Background: an optimization exercise with open tools, aiming at small area and a short achievable clock period. Do not read the settings as production practice. No activity file was given, so power comes from the tool's default toggle rates.

Design conv_output_stream, start of the top module:
module conv_output_stream #(
   parameter int LANES      = 8,
   parameter int DIM_W      = 16,
   parameter int FIFO_DEPTH = 16
) (
   input  logic                    clk,
   input  logic                    reset,
   input  logic                    start,
   input  logic [DIM_W-1:0]        In_Channel,
   input  logic [DIM_W-1:0]        Matrix_Col,
   input  logic [DIM_W-1:0]        Matrix_Row,
   input  logic [LANE_W*LANES-1:0] sData,
   input  logic                    sValid,
   output logic                    sReady,
   output logic [LANE_W*LANES-1:0] mData_payload,
   output logic                    mData_valid,
   input  logic                    mData_ready,
   output logic                    mData_last,
   output logic                    mData_rowEnd,
   output logic                    layer_done
);
For scale: roughly 190 I/O pins, roughly 44000 um^2 of cells after synthesis.
==> module conv_out_fifo, before the edit <==
module conv_out_fifo #(
   parameter int WIDTH = 65,
   parameter int DEPTH = 16,
   localparam int SD   = DEPTH - 1,
   localparam int CW   = $clog2(DEPTH) + 1
) (
   input  logic             clk,
   input  logic             reset,
   input  logic             push_i,      
   input  logic [WIDTH-1:0] wrData_i,
   input  logic             ready_i,     
   output logic [WIDTH-1:0] rdData_o,
   output logic             valid_o,     
   output logic             empty_d_o,   
   output logic             one_d_o,     
   output logic             full_d_o     
);
   logic [WIDTH-1:0] mem [SD];
   logic [WIDTH-1:0] head_q;
   logic [SD-1:0]    wrOH_q, rdOH_q, wrOH_d, we_q;
   logic [CW-1:0]    count_q, count_d;
   logic             valid_q, one_q, notFull_q;
   logic             eq2, eq15;
   logic             pop;
   logic             headTakesIn;
   logic             empty_d, one_d, full_d;
   logic [WIDTH-1:0] memRd;
   assign pop  = ready_i && valid_q;
   assign eq2  = (count_q == CW'(2));
   assign eq15 = (count_q == CW'(DEPTH - 1));
   assign headTakesIn = !valid_q || (one_q && ready_i);
   always_comb begin
      case ({push_i, pop})
         2'b10:   count_d = count_q + CW'(1);
         2'b01:   count_d = count_q - CW'(1);
         default: count_d = count_q;
      endcase
   end
   assign empty_d = (!valid_q && !push_i) || (one_q && pop && !push_i);
   assign one_d   = (!valid_q && push_i) || (one_q && (push_i == pop)) ||
                    (eq2 && pop && !push_i);
   assign full_d  = (!notFull_q && !pop) || (eq15 && push_i && !pop);
   assign wrOH_d = (push_i && !headTakesIn) ? {wrOH_q[SD-2:0], wrOH_q[SD-1]} : wrOH_q;
   always_ff @(posedge clk or negedge reset) begin
      if (!reset) begin
         wrOH_q    <= SD'(1);
         we_q      <= SD'(1);
         rdOH_q    <= SD'(1);
         count_q   <= '0;
         valid_q   <= 1'b0;
         one_q     <= 1'b0;
         notFull_q <= 1'b1;
      end else begin
         wrOH_q    <= wrOH_d;
         we_q      <= full_d ? '0 : wrOH_d;
         if (pop && valid_q && !one_q) rdOH_q <= {rdOH_q[SD-2:0], rdOH_q[SD-1]};
         count_q   <= count_d;
         valid_q   <= !empty_d;
         one_q     <= one_d;
         notFull_q <= !full_d;
      end
   end
   always_comb begin
      memRd = '0;
      for (int i = 0; i < SD; i++) memRd = memRd | (mem[i] & {WIDTH{rdOH_q[i]}});
   end
   always_ff @(posedge clk) begin
      for (int i = 0; i < SD; i++)
         if (we_q[i]) mem[i] <= wrData_i;
      if (headTakesIn)  head_q <= wrData_i;
      else if (ready_i) head_q <= memRd;
   end
   assign rdData_o  = head_q;
   assign valid_o   = valid_q;
   assign empty_d_o = empty_d;
   assign one_d_o   = one_d;
   assign full_d_o  = full_d;
endmodule
clock: 5.0 ns
lec_check: 0
cap_margin: 20
core_margin: 2
core_utilization: 65
cts_cluster_diameter: 100
cts_cluster_size: 30
setup_slack_margin: 3.0
slew_margin: 20
standard.sh (not shown) runs the stock make flow with config.mk's settings and CLKGATE_MAP_FILE= SYNTH_SCRIPT=/design/flow/synth_recipe.tcl, a recipe that flattens the netlist after the stock synthesis.
==> flow/flow/run.sh <==
#!/bin/bash
# Standard ORFS layout, except that the port buffers are plain buf_2 cells instead
# of the delay cell buffer_ports picks by default.
set -euo pipefail
bash standard.sh synth > synth.log 2>&1
bash standard.sh "BUFFER_PORTS_ARGS=-buffer_cell sky130_fd_sc_hd__buf_2" finish > layout.log 2>&1
Rerun with:
--- a/flow/design.v
+++ b/flow/design.v
@@ -26,8 +26,9 @@
    output logic             one_d_o,     
    output logic             full_d_o     
 );
-   logic [WIDTH-1:0] mem [SD];
+   logic [SD-1:0][WIDTH-1:0] mem_q;
    logic [WIDTH-1:0] head_q;
+   logic             headTakesMem, headHold;
    logic [SD-1:0]    wrOH_q, rdOH_q, wrOH_d, we_q;
    logic [CW-1:0]    count_q, count_d;
    logic             valid_q, one_q, notFull_q;
@@ -73,13 +74,15 @@
    end
    always_comb begin
       memRd = '0;
-      for (int i = 0; i < SD; i++) memRd = memRd | (mem[i] & {WIDTH{rdOH_q[i]}});
-   end
+      for (int i = 0; i < SD; i++) memRd = memRd | (mem_q[i] & {WIDTH{rdOH_q[i]}});
+   end
+   assign headTakesMem = !headTakesIn && ready_i;
+   assign headHold     = !headTakesIn && !ready_i;
    always_ff @(posedge clk) begin
       for (int i = 0; i < SD; i++)
-         if (we_q[i]) mem[i] <= wrData_i;
-      if (headTakesIn)  head_q <= wrData_i;
-      else if (ready_i) head_q <= memRd;
+         mem_q[i] <= (mem_q[i] & {WIDTH{!we_q[i]}}) | (wrData_i & {WIDTH{we_q[i]}});
+      head_q <= (head_q & {WIDTH{headHold}}) | (wrData_i & {WIDTH{headTakesIn}}) |
+                (memRd & {WIDTH{headTakesMem}});
    end
    assign rdData_o  = head_q;
    assign valid_o   = valid_q;
Effect: The new run went through all stages and came out clean; via count rose slightly; utilization rose by 0.65 points; area after synthesis fell slightly; cell area rose slightly; non-clock buffer count rose by 18; sequential share of layout area fell by 1.4 points; total power barely changes; flip-flop and latch count stays the same.
No run of this note included a check of the RTL's function; only the layout flow was run.

afterwards: timing with drivers on the ports:
How much do the figures lean on ideal ports? The routed layouts below were timed once more, with nothing changed but the port constraints. Step 1, drivers: a clkbuf_16 drives clk and a buf_2 each remaining input, both assumed. Step 2 moves the port delays by t, midway between the first and last clock arrival at a register: inputs arrive t later, outputs are due t later. That takes back most of the time a late clock gives input paths. a / b / c = no drivers / after step 1 / after step 2; a / b = the first two.
run | t, ns | setup slack, ns | latest minus earliest clock arrival (ns) | worst data-port slew with drivers (ns) | pins driven straight from the clock port
the first run | 0.704 | 2.658 / 2.591 / 2.180 | 0.025 / 0.025 | 0.13 | 1
the second run | 0.712 | 2.778 / 2.711 / 2.225 | 0.024 / 0.023 | 0.08 | 1
After both steps setup and hold are still met in every run listed. The setup slack of the second run, which loses most, moves by -0.067 ns with the drivers and by -0.553 ns with both steps.
